What follows belongs to an exercise in optimizing a design on an open flow for small area, a short achievable clock period and few clock cycles; a production flow would make more cautious choices.
Only simulation tests tie the RTL to the original design; equivalence was not proved.

==> run D <==
==> flow/design.v <==
package mdu_pkg;
  typedef enum logic [2:0] {
    OP_MUL    = 3'b000,
    OP_MULH   = 3'b001,
    OP_MULHSU = 3'b010,
    OP_MULHU  = 3'b011,
    OP_DIV    = 3'b100,
    OP_DIVU   = 3'b101,
    OP_REM    = 3'b110,
    OP_REMU   = 3'b111
  } funct3_e;
endpackage
module mdu_divider (
  input  logic [31:0] value,
  output logic [5:0]  lz
);
  logic [15:0] z1;  logic [15:0][0:0] c1;
  logic [7:0]  z2;  logic [7:0][1:0]  c2;
  logic [3:0]  z3;  logic [3:0][2:0]  c3;
  logic [1:0]  z4;  logic [1:0][3:0]  c4;
  logic        z5;  logic [4:0]       c5;
  always_comb begin
    for (int i = 0; i < 16; i++) begin
      z1[i] = ~(value[2*i+1] | value[2*i]);
      c1[i] = ~value[2*i+1];
    end
    for (int i = 0; i < 8; i++) begin
      z2[i] = z1[2*i+1] & z1[2*i];
      c2[i] = z1[2*i+1] ? {1'b1, c1[2*i]} : {1'b0, c1[2*i+1]};
    end
    for (int i = 0; i < 4; i++) begin
      z3[i] = z2[2*i+1] & z2[2*i];
      c3[i] = z2[2*i+1] ? {1'b1, c2[2*i]} : {1'b0, c2[2*i+1]};
    end
    for (int i = 0; i < 2; i++) begin
      z4[i] = z3[2*i+1] & z3[2*i];
      c4[i] = z3[2*i+1] ? {1'b1, c3[2*i]} : {1'b0, c3[2*i+1]};
    end
    z5 = z4[1] & z4[0];
    c5 = z4[1] ? {1'b1, c4[0]} : {1'b0, c4[1]};
    lz = z5 ? 6'd32 : {1'b0, c5};
  end
endmodule
module mul_div_unit (
  input  logic        clk,
  input  logic        rst,
  input  logic        start,
  input  logic [2:0]  funct3,
  input  logic [31:0] operand_a,
  input  logic [31:0] operand_b,
  input  logic [4:0]  rd_in,
  input  logic        flush,
  output logic        busy,
  output logic        done,
  output logic [31:0] result,
  output logic [4:0]  rd_out
);
  logic s_dn, s_ds, s_ms, s_ma;           
  logic s_dn_n, s_ds_n, s_ms_n, s_ma_n;
  logic done_n;
  logic [2:0]  op_q;
  logic [4:0]  rd_q;
  logic [32:0] r_q, r_n;      
  logic [31:0] q_q, q_n;      
  logic [32:0] x_q, x_n;      
  logic        pb_q, pb_n;    
  logic [4:0]  cnt_q, cnt_n;
  logic        sa_q, sa_n;    
  logic        ds_q, ds_n;    
  logic [4:0]  la_q, la_n;    
  logic        z0_q, t0_q, n0_q, z1_q, t1_q, n1_q;
  logic idle, accept;
  assign busy   = s_dn | s_ds | s_ms | s_ma;
  assign idle   = ~busy;
  assign accept = start & ~flush & idle;
  logic sgn_a_in, sgn_b_in;
  assign sgn_a_in = funct3[2] ? ~funct3[0] : ~(funct3[1] & funct3[0]);
  assign sgn_b_in = funct3[2] ? ~funct3[0] : ~funct3[1];
  logic [36:0] add_a, add_b, add_c, cs_s, cs_c, add_t;
  logic        neg0, neg1, add_zero;
  logic        z0, two0, z1, two1;
  logic [35:0] cs_maj;
  always_comb begin
    z0   = z0_q;
    two0 = t0_q;
    neg0 = n0_q;
    z1   = z1_q;
    two1 = t1_q;
    neg1 = n1_q;
    add_a = {{4{r_q[32]}}, r_q};
    add_b = (z0 ? 37'd0 : (two0 ? {{3{x_q[32]}}, x_q, 1'b0} : {{4{x_q[32]}}, x_q}))
            ^ {37{neg0}};
    add_c = {(z1 ? 35'd0 : (two1 ? {x_q[32], x_q, 1'b0} : {{2{x_q[32]}}, x_q})) ^ {35{neg1}},
             neg1, neg1};
    cs_s   = add_a ^ add_b ^ add_c;
    cs_maj = (add_a[35:0] & add_b[35:0]) | (add_a[35:0] & add_c[35:0]) |
             (add_b[35:0] & add_c[35:0]);
    cs_c   = {cs_maj, neg0};
    add_t  = cs_s + cs_c + {36'd0, neg1};
    add_zero = &(~((cs_s ^ cs_c) ^ {(cs_s[35:0] | cs_c[35:0]), 1'b0}));
  end
  logic dacc;
  assign dacc = sa_q ? (add_t[36] | add_zero) : ~add_t[36];
  logic [5:0] lza, lzb;
  logic       in_sa, in_sb;
  logic       dn_bz;
  logic [4:0] dn_d;
  assign in_sa = sgn_a_in & operand_a[31];
  assign in_sb = sgn_b_in & operand_b[31];
  mdu_divider u_lza (.value(operand_a ^ {32{in_sa}}), .lz(lza));
  mdu_divider u_lzb (.value(operand_b ^ {32{in_sb}}), .lz(lzb));
  assign dn_bz = (x_q[31:0] == 32'd0);
  assign dn_d  = cnt_q - la_q + {4'd0, sa_q};
  logic skip8;
  assign skip8 = (cnt_q[3:1] != 3'b000) &
                 ((&{q_q[7:0], pb_q}) | ~(|{q_q[7:0], pb_q}));
  logic last_ms;
  logic [4:0] cnt_ms;
  assign cnt_ms  = cnt_q - (skip8 ? 5'd2 : 5'd1);
  assign last_ms = (cnt_ms == 5'd0);
  always_comb begin
    s_dn_n = 1'b0;
    s_ds_n = 1'b0;
    s_ms_n = 1'b0;
    s_ma_n = 1'b0;
    done_n = 1'b0;
    sa_n   = sa_q;
    ds_n   = ds_q;
    la_n   = lza[5] ? 5'd31 : lza[4:0];
    pb_n   = skip8 ? q_q[7] : q_q[3];
    if (idle)      x_n = {sgn_b_in & operand_b[31], operand_b};
    else if (s_ds) x_n = {x_q[32], x_q[32:1]};
    else           x_n = x_q << (s_dn ? dn_d : 5'd0);
    if (idle)      r_n = funct3[2] ? {sgn_a_in & operand_a[31], operand_a} : 33'd0;
    else if (s_ms) r_n = skip8 ? {{8{r_q[32]}}, r_q[32:8]} : add_t[36:4];
    else if (s_ma | (dacc & (s_ds | ~ds_q))) r_n = add_t[32:0];
    else           r_n = r_q;
    if (idle)      q_n = operand_a;
    else if (s_dn) q_n = {32{dn_bz | (dacc & ~ds_q)}};
    else if (s_ds) q_n = {q_q[30:0], dacc ^ ~ds_q};
    else           q_n = skip8 ? {r_q[7:0], q_q[31:8]} : {add_t[3:0], q_q[31:4]};
    if (idle)      cnt_n = funct3[2] ? (lzb[5] ? 5'd31 : lzb[4:0]) : 5'd8;
    else if (s_dn) cnt_n = dn_d;
    else if (s_ds) cnt_n = cnt_q - 5'd1;
    else           cnt_n = cnt_ms;
    if (idle) begin
      pb_n   = 1'b0;
      sa_n   = in_sa;
      ds_n   = in_sa == in_sb;
      s_dn_n = accept & funct3[2];
      s_ms_n = accept & ~funct3[2];
    end
    if (s_dn) begin
      if (dn_bz | ~dacc) done_n = 1'b1;
      else               s_ds_n = 1'b1;
    end
    if (s_ds) begin
      if (cnt_q == 5'd0) done_n = 1'b1;
      else               s_ds_n = 1'b1;
    end
    if (s_ms) begin
      if (!last_ms)                                s_ms_n = 1'b1;
      else if ((op_q == mdu_pkg::OP_MULHU) & pb_n) s_ma_n = 1'b1;
      else                                         done_n = 1'b1;
    end
    if (s_ma) done_n = 1'b1;
  end
  logic [3:0] nl;
  logic       npb, ms_next;
  logic       z0_n, t0_n, n0_n, z1_n, t1_n, n1_n;
  assign ms_next = s_ms_n & ~flush;
  always_comb begin
    if (idle) begin
      nl  = operand_a[3:0];
      npb = 1'b0;
    end else if (skip8) begin
      nl  = q_q[11:8];
      npb = q_q[7];
    end else begin
      nl  = q_q[7:4];
      npb = q_q[3];
    end
    z0_n = ms_next & (nl[1] == nl[0]) & (nl[0] == npb);
    t0_n = ms_next & ((nl[1] & ~nl[0] & ~npb) | (~nl[1] & nl[0] & npb));
    n0_n = ms_next ? (nl[1] & ~(nl[0] & npb)) : (~s_ms & ds_n);
    z1_n = ~ms_next | ((nl[3] == nl[2]) & (nl[2] == nl[1]));
    t1_n = (nl[3] & ~nl[2] & ~nl[1]) | (~nl[3] & nl[2] & nl[1]);
    n1_n = ms_next & nl[3] & ~(nl[2] & nl[1]);
  end
  always_ff @(posedge clk or posedge rst) begin
    if (rst) begin
      s_dn <= 1'b0;
      s_ds <= 1'b0;
      s_ms <= 1'b0;
      s_ma <= 1'b0;
      done <= 1'b0;
    end else begin
      s_dn <= s_dn_n & ~flush;
      s_ds <= s_ds_n & ~flush;
      s_ms <= s_ms_n & ~flush;
      s_ma <= s_ma_n & ~flush;
      done <= done_n & ~flush;
    end
  end
  always_ff @(posedge clk) begin
    if (idle) begin
      op_q <= funct3;
      rd_q <= rd_in;
    end
    r_q   <= r_n;
    q_q   <= q_n;
    x_q   <= x_n;
    pb_q  <= pb_n;
    cnt_q <= cnt_n;
    sa_q  <= sa_n;
    ds_q  <= ds_n;
    la_q  <= la_n;
    z0_q  <= z0_n;
    t0_q  <= t0_n;
    n0_q  <= n0_n;
    z1_q  <= z1_n;
    t1_q  <= t1_n;
    n1_q  <= n1_n;
  end
  logic selr;
  assign selr   = op_q[2] ? op_q[1] : (op_q[1] | op_q[0]);
  assign result = selr ? r_q[31:0] : q_q;
  assign rd_out = rd_q;
endmodule
==> flow/run.sh <==
#!/bin/bash
# synth_recipe.tcl (not shown) runs the flow's synth.tcl, then flattens the netlist and writes it again
# the make line also repeats each setting of config.mk as NAME=value (left out here)
make -C /OpenROAD-flow-scripts/flow DESIGN_CONFIG=/design/flow/config.mk WORK_HOME=/design/flow/orfs CLKGATE_MAP_FILE= SYNTH_SCRIPT=/design/flow/synth_recipe.tcl finish
==> flow/config.mk <==
export PLATFORM = sky130hd
export DESIGN_NAME = mul_div_unit
export DESIGN_NICKNAME = mul_div_unit
export VERILOG_FILES = /design/flow/design.v
export SDC_FILE = /design/flow/constraint.sdc
export NUM_CORES = 4
export LEC_CHECK = 0
export CAP_MARGIN = 20
export CORE_MARGIN = 2
export CORE_UTILIZATION = 40
export SETUP_SLACK_MARGIN = 5
export SLEW_MARGIN = 20
==> flow/constraint.sdc <==
create_clock -name core_clock -period 10.0 [get_ports {clk}]
set_input_delay 2.0000 -clock core_clock [delete_from_list [all_inputs] [get_ports {clk}]]
set_output_delay 2.0000 -clock core_clock [all_outputs]
set_load 0.01 [all_outputs]
==> run R: changes against run D <==
==> flow/design.v, changed modules only <==
module mul_div_unit (
  input  logic        clk,
  input  logic        rst,
  input  logic        start,
  input  logic [2:0]  funct3,
  input  logic [31:0] operand_a,
  input  logic [31:0] operand_b,
  input  logic [4:0]  rd_in,
  input  logic        flush,
  output logic        busy,
  output logic        done,
  output logic [31:0] result,
  output logic [4:0]  rd_out
);
  logic s_dn, s_ds, s_fx, s_ms, s_ma;     
  logic s_dn_n, s_ds_n, s_fx_n, s_ms_n, s_ma_n;
  logic done_n;
  logic [2:0]  op_q;
  logic [4:0]  rd_q;
  logic [32:0] r_q, r_n;      
  logic [31:0] q_q, q_n;      
  logic [32:0] x_q, x_n;      
  logic        pb_q, pb_n;    
  logic [4:0]  cnt_q, cnt_n;
  logic        sa_q, sa_n;    
  logic        ds_q, ds_n;    
  logic        qz_q, qz_n;    
  logic        bz_q, bz_n;    
  logic        d1_q, d1_n;    
  logic        c0_q, c0_n;    
  logic        z0_q, t0_q, n0_q, z1_q, t1_q, n1_q, ci_q;
  logic        z0_n, t0_n, n0_n, z1_n, t1_n, n1_n, ci_n;
  logic idle, accept;
  assign busy   = s_dn | s_ds | s_fx | s_ms | s_ma;
  assign idle   = ~busy;
  assign accept = start & ~flush & idle;
  logic sgn_a_in, sgn_b_in;
  assign sgn_a_in = funct3[2] ? ~funct3[0] : ~(funct3[1] & funct3[0]);
  assign sgn_b_in = funct3[2] ? ~funct3[0] : ~funct3[1];
  logic [36:0] add_a, add_b, add_c, cs_s, cs_c, add_t;
  logic [35:0] cs_maj;
  always_comb begin
    add_a = {{4{r_q[32]}}, r_q};
    add_b = (z0_q ? 37'd0 : (t0_q ? {{3{x_q[32]}}, x_q, 1'b0} : {{4{x_q[32]}}, x_q}))
            ^ {37{n0_q}};
    add_c = {(z1_q ? 35'd0 : (t1_q ? {x_q[32], x_q, 1'b0} : {{2{x_q[32]}}, x_q})) ^ {35{n1_q}},
             n1_q, n1_q};
    cs_s   = add_a ^ add_b ^ add_c;
    cs_maj = (add_a[35:0] & add_b[35:0]) | (add_a[35:0] & add_c[35:0]) |
             (add_b[35:0] & add_c[35:0]);
    cs_c   = {cs_maj, n0_q};
    add_t  = cs_s + cs_c + {36'd0, ci_q};
  end
  logic dacc;
  assign dacc = add_t[36] ^ ~sa_q;
  logic [5:0] lza, lzb;
  logic [4:0] lza_c, lzb_c;
  logic       in_sa, in_sb, in_bz, in_quick;
  logic [5:0] in_d;
  logic [4:0] dn_d;
  assign in_sa = sgn_a_in & operand_a[31];
  assign in_sb = sgn_b_in & operand_b[31];
  mdu_divider u_lza (.value(operand_a ^ {32{in_sa}}), .lz(lza));
  mdu_divider u_lzb (.value(operand_b ^ {32{in_sb}}), .lz(lzb));
  assign lza_c    = lza[5] ? 5'd31 : lza[4:0];
  assign lzb_c    = lzb[5] ? 5'd31 : lzb[4:0];
  assign in_bz    = (operand_b == 32'd0);
  assign in_d     = {1'b0, lzb_c} - {1'b0, lza_c} + {5'd0, in_sa};
  assign in_quick = in_bz | in_d[5];
  assign dn_d     = cnt_q;
  logic skip8;
  assign skip8 = (cnt_q[3:1] != 3'b000) &
                 ((&{q_q[7:0], pb_q}) | ~(|{q_q[7:0], pb_q}));
  logic last_ms, ds_last, rem_fix;
  logic [4:0] cnt_ms;
  assign cnt_ms  = cnt_q - (skip8 ? 5'd2 : 5'd1);
  assign last_ms = (cnt_ms == 5'd0);
  assign ds_last = (cnt_q == 5'd0);
  assign rem_fix = op_q[1];
  always_comb begin
    s_dn_n = 1'b0;
    s_ds_n = 1'b0;
    s_fx_n = 1'b0;
    s_ms_n = 1'b0;
    s_ma_n = 1'b0;
    done_n = 1'b0;
    sa_n   = sa_q;
    ds_n   = ds_q;
    bz_n   = in_bz;
    qz_n   = 1'b0;
    d1_n   = s_dn;
    c0_n   = dacc;
    pb_n   = skip8 ? q_q[7] : q_q[3];
    if (idle)                 x_n = {sgn_b_in & operand_b[31], operand_b};
    else if (s_ds & ~ds_last) x_n = {x_q[32], x_q[32:1]};
    else                      x_n = x_q << (s_dn ? dn_d : 5'd0);
    if (idle)      r_n = funct3[2] ? {sgn_a_in & operand_a[31], operand_a} : 33'd0;
    else if (s_ms) r_n = skip8 ? {{8{r_q[32]}}, r_q[32:8]} : add_t[36:4];
    else           r_n = add_t[32:0];
    if (idle)      q_n = operand_a;
    else if (s_ds) q_n = {(d1_q ? {31{~ds_q & c0_q}} : q_q[30:0]), dacc ^ ~ds_q};
    else           q_n = skip8 ? {r_q[7:0], q_q[31:8]} : {add_t[3:0], q_q[31:4]};
    if (idle)      cnt_n = funct3[2] ? in_d[4:0] : 5'd8;
    else if (s_ds) cnt_n = cnt_q - 5'd1;
    else if (s_dn) cnt_n = cnt_q;
    else           cnt_n = cnt_ms;
    if (idle) begin
      pb_n   = 1'b0;
      sa_n   = in_sa;
      ds_n   = in_sa == in_sb;
      qz_n   = funct3[2] & in_quick;
      s_dn_n = accept & funct3[2] & ~in_quick;
      s_ms_n = accept & ~funct3[2];
      done_n = accept & funct3[2] & in_quick;
    end
    if (s_dn) s_ds_n = 1'b1;
    if (s_ds) begin
      if (!ds_last)     s_ds_n = 1'b1;
      else if (rem_fix) s_fx_n = 1'b1;
      else              done_n = 1'b1;
    end
    if (s_fx) done_n = 1'b1;
    if (s_ms) begin
      if (!last_ms)                                s_ms_n = 1'b1;
      else if ((op_q == mdu_pkg::OP_MULHU) & pb_n) s_ma_n = 1'b1;
      else                                         done_n = 1'b1;
    end
    if (s_ma) done_n = 1'b1;
  end
  logic [3:0] nl;
  logic       npb, ms_next;
  assign ms_next = s_ms_n & ~flush;
  always_comb begin
    if (idle) begin
      nl  = operand_a[3:0];
      npb = 1'b0;
    end else if (skip8) begin
      nl  = q_q[11:8];
      npb = q_q[7];
    end else begin
      nl  = q_q[7:4];
      npb = q_q[3];
    end
    if (ms_next) begin
      z0_n = (nl[1] == nl[0]) & (nl[0] == npb);
      t0_n = (nl[1] & ~nl[0] & ~npb) | (~nl[1] & nl[0] & npb);
      n0_n = nl[1] & ~(nl[0] & npb);
      z1_n = (nl[3] == nl[2]) & (nl[2] == nl[1]);
      t1_n = (nl[3] & ~nl[2] & ~nl[1]) | (~nl[3] & nl[2] & nl[1]);
      n1_n = nl[3] & ~(nl[2] & nl[1]);
      ci_n = nl[3] & ~(nl[2] & nl[1]);
    end else if (idle) begin
      z0_n = in_sa == in_sb;
      t0_n = 1'b0;
      n0_n = 1'b0;
      z1_n = 1'b1;
      t1_n = 1'b0;
      n1_n = in_sa;
      ci_n = 1'b0;
    end else if (s_dn) begin
      z0_n = 1'b0;
      t0_n = 1'b0;
      n0_n = dacc ? ds_q : ~ds_q;
      z1_n = 1'b1;
      t1_n = 1'b0;
      n1_n = 1'b0;
      ci_n = 1'b0;
    end else if (s_ds & ds_last) begin
      z0_n = dacc;
      t0_n = 1'b0;
      n0_n = ~ds_q;
      z1_n = 1'b1;
      t1_n = 1'b0;
      n1_n = 1'b0;
      ci_n = sa_q;
    end else begin
      z0_n = 1'b0;
      t0_n = 1'b0;
      n0_n = s_ds & (dacc ? ds_q : ~ds_q);
      z1_n = 1'b1;
      t1_n = 1'b0;
      n1_n = 1'b0;
      ci_n = 1'b0;
    end
  end
  always_ff @(posedge clk or posedge rst) begin
    if (rst) begin
      s_dn <= 1'b0;
      s_ds <= 1'b0;
      s_fx <= 1'b0;
      s_ms <= 1'b0;
      s_ma <= 1'b0;
      done <= 1'b0;
    end else begin
      s_dn <= s_dn_n & ~flush;
      s_ds <= s_ds_n & ~flush;
      s_fx <= s_fx_n & ~flush;
      s_ms <= s_ms_n & ~flush;
      s_ma <= s_ma_n & ~flush;
      done <= done_n & ~flush;
    end
  end
  always_ff @(posedge clk) begin
    if (idle) begin
      op_q <= funct3;
      rd_q <= rd_in;
    end
    r_q   <= r_n;
    q_q   <= q_n;
    x_q   <= x_n;
    pb_q  <= pb_n;
    cnt_q <= cnt_n;
    sa_q  <= sa_n;
    ds_q  <= ds_n;
    qz_q  <= qz_n;
    bz_q  <= bz_n;
    d1_q  <= d1_n;
    c0_q  <= c0_n;
    z0_q  <= z0_n;
    t0_q  <= t0_n;
    n0_q  <= n0_n;
    z1_q  <= z1_n;
    t1_q  <= t1_n;
    n1_q  <= n1_n;
    ci_q  <= ci_n;
  end
  logic selr;
  assign selr   = op_q[2] ? op_q[1] : (op_q[1] | op_q[0]);
  assign result = selr ? r_q[31:0] : (qz_q ? {32{bz_q}} : q_q);
  assign rd_out = rd_q;
endmodule
==> comparison <==
Run R finished with timing, DRC and antenna clean. Run D ran to the end with no violations. Maximum frequency: run R is lower than run D (about 1.4%). Global-route usage: run R is higher than run D (0.69 points). Between run D and run R, the lower register-to-register slack is in run D (gap 0.15 ns). Utilization: run D is lower than run R (0.76 points). Between run D and run R, the lower synthesized cell count is in run R (gap 4.0%, measured against run R).
Testbench counts of run D, summed over its fixed seeds: cycles 59,604.
Testbench counts of run R, summed over its fixed seeds: cycles 58,927.

afterwards: timing with drivers on the ports:
The results above use ideal ports. As a check the final layouts listed here were re-extracted and re-timed, cells and wires unchanged.
Step 1, drivers: a clkbuf_16 drives clk and a buf_2 each remaining input, both assumed.
Step 2, shift: input delay + t, output delay - t, t = (earliest + latest rising clock arrival at the registers) / 2. This alone moves slack from input paths to output paths.
a / b / c = ideal / step 1 / step 2; a / b = the first two.
run | t, ns | slack for setup (ns) | worst setup path after step 2 | slew at the worst register clock pin (ns) | worst data-port slew with drivers (ns)
run D | 0.496 | 5.099 / 5.108 / 4.624 | input to register | 0.07 / 0.07 | 0.05
run R | 0.494 | 5.027 / 5.033 / 4.539 | input to register | 0.07 / 0.07 | 0.05
After both steps setup and hold are still met in every run listed. The setup slack of run R, which loses most, moves by +0.006 ns with the drivers and by -0.488 ns with both steps.
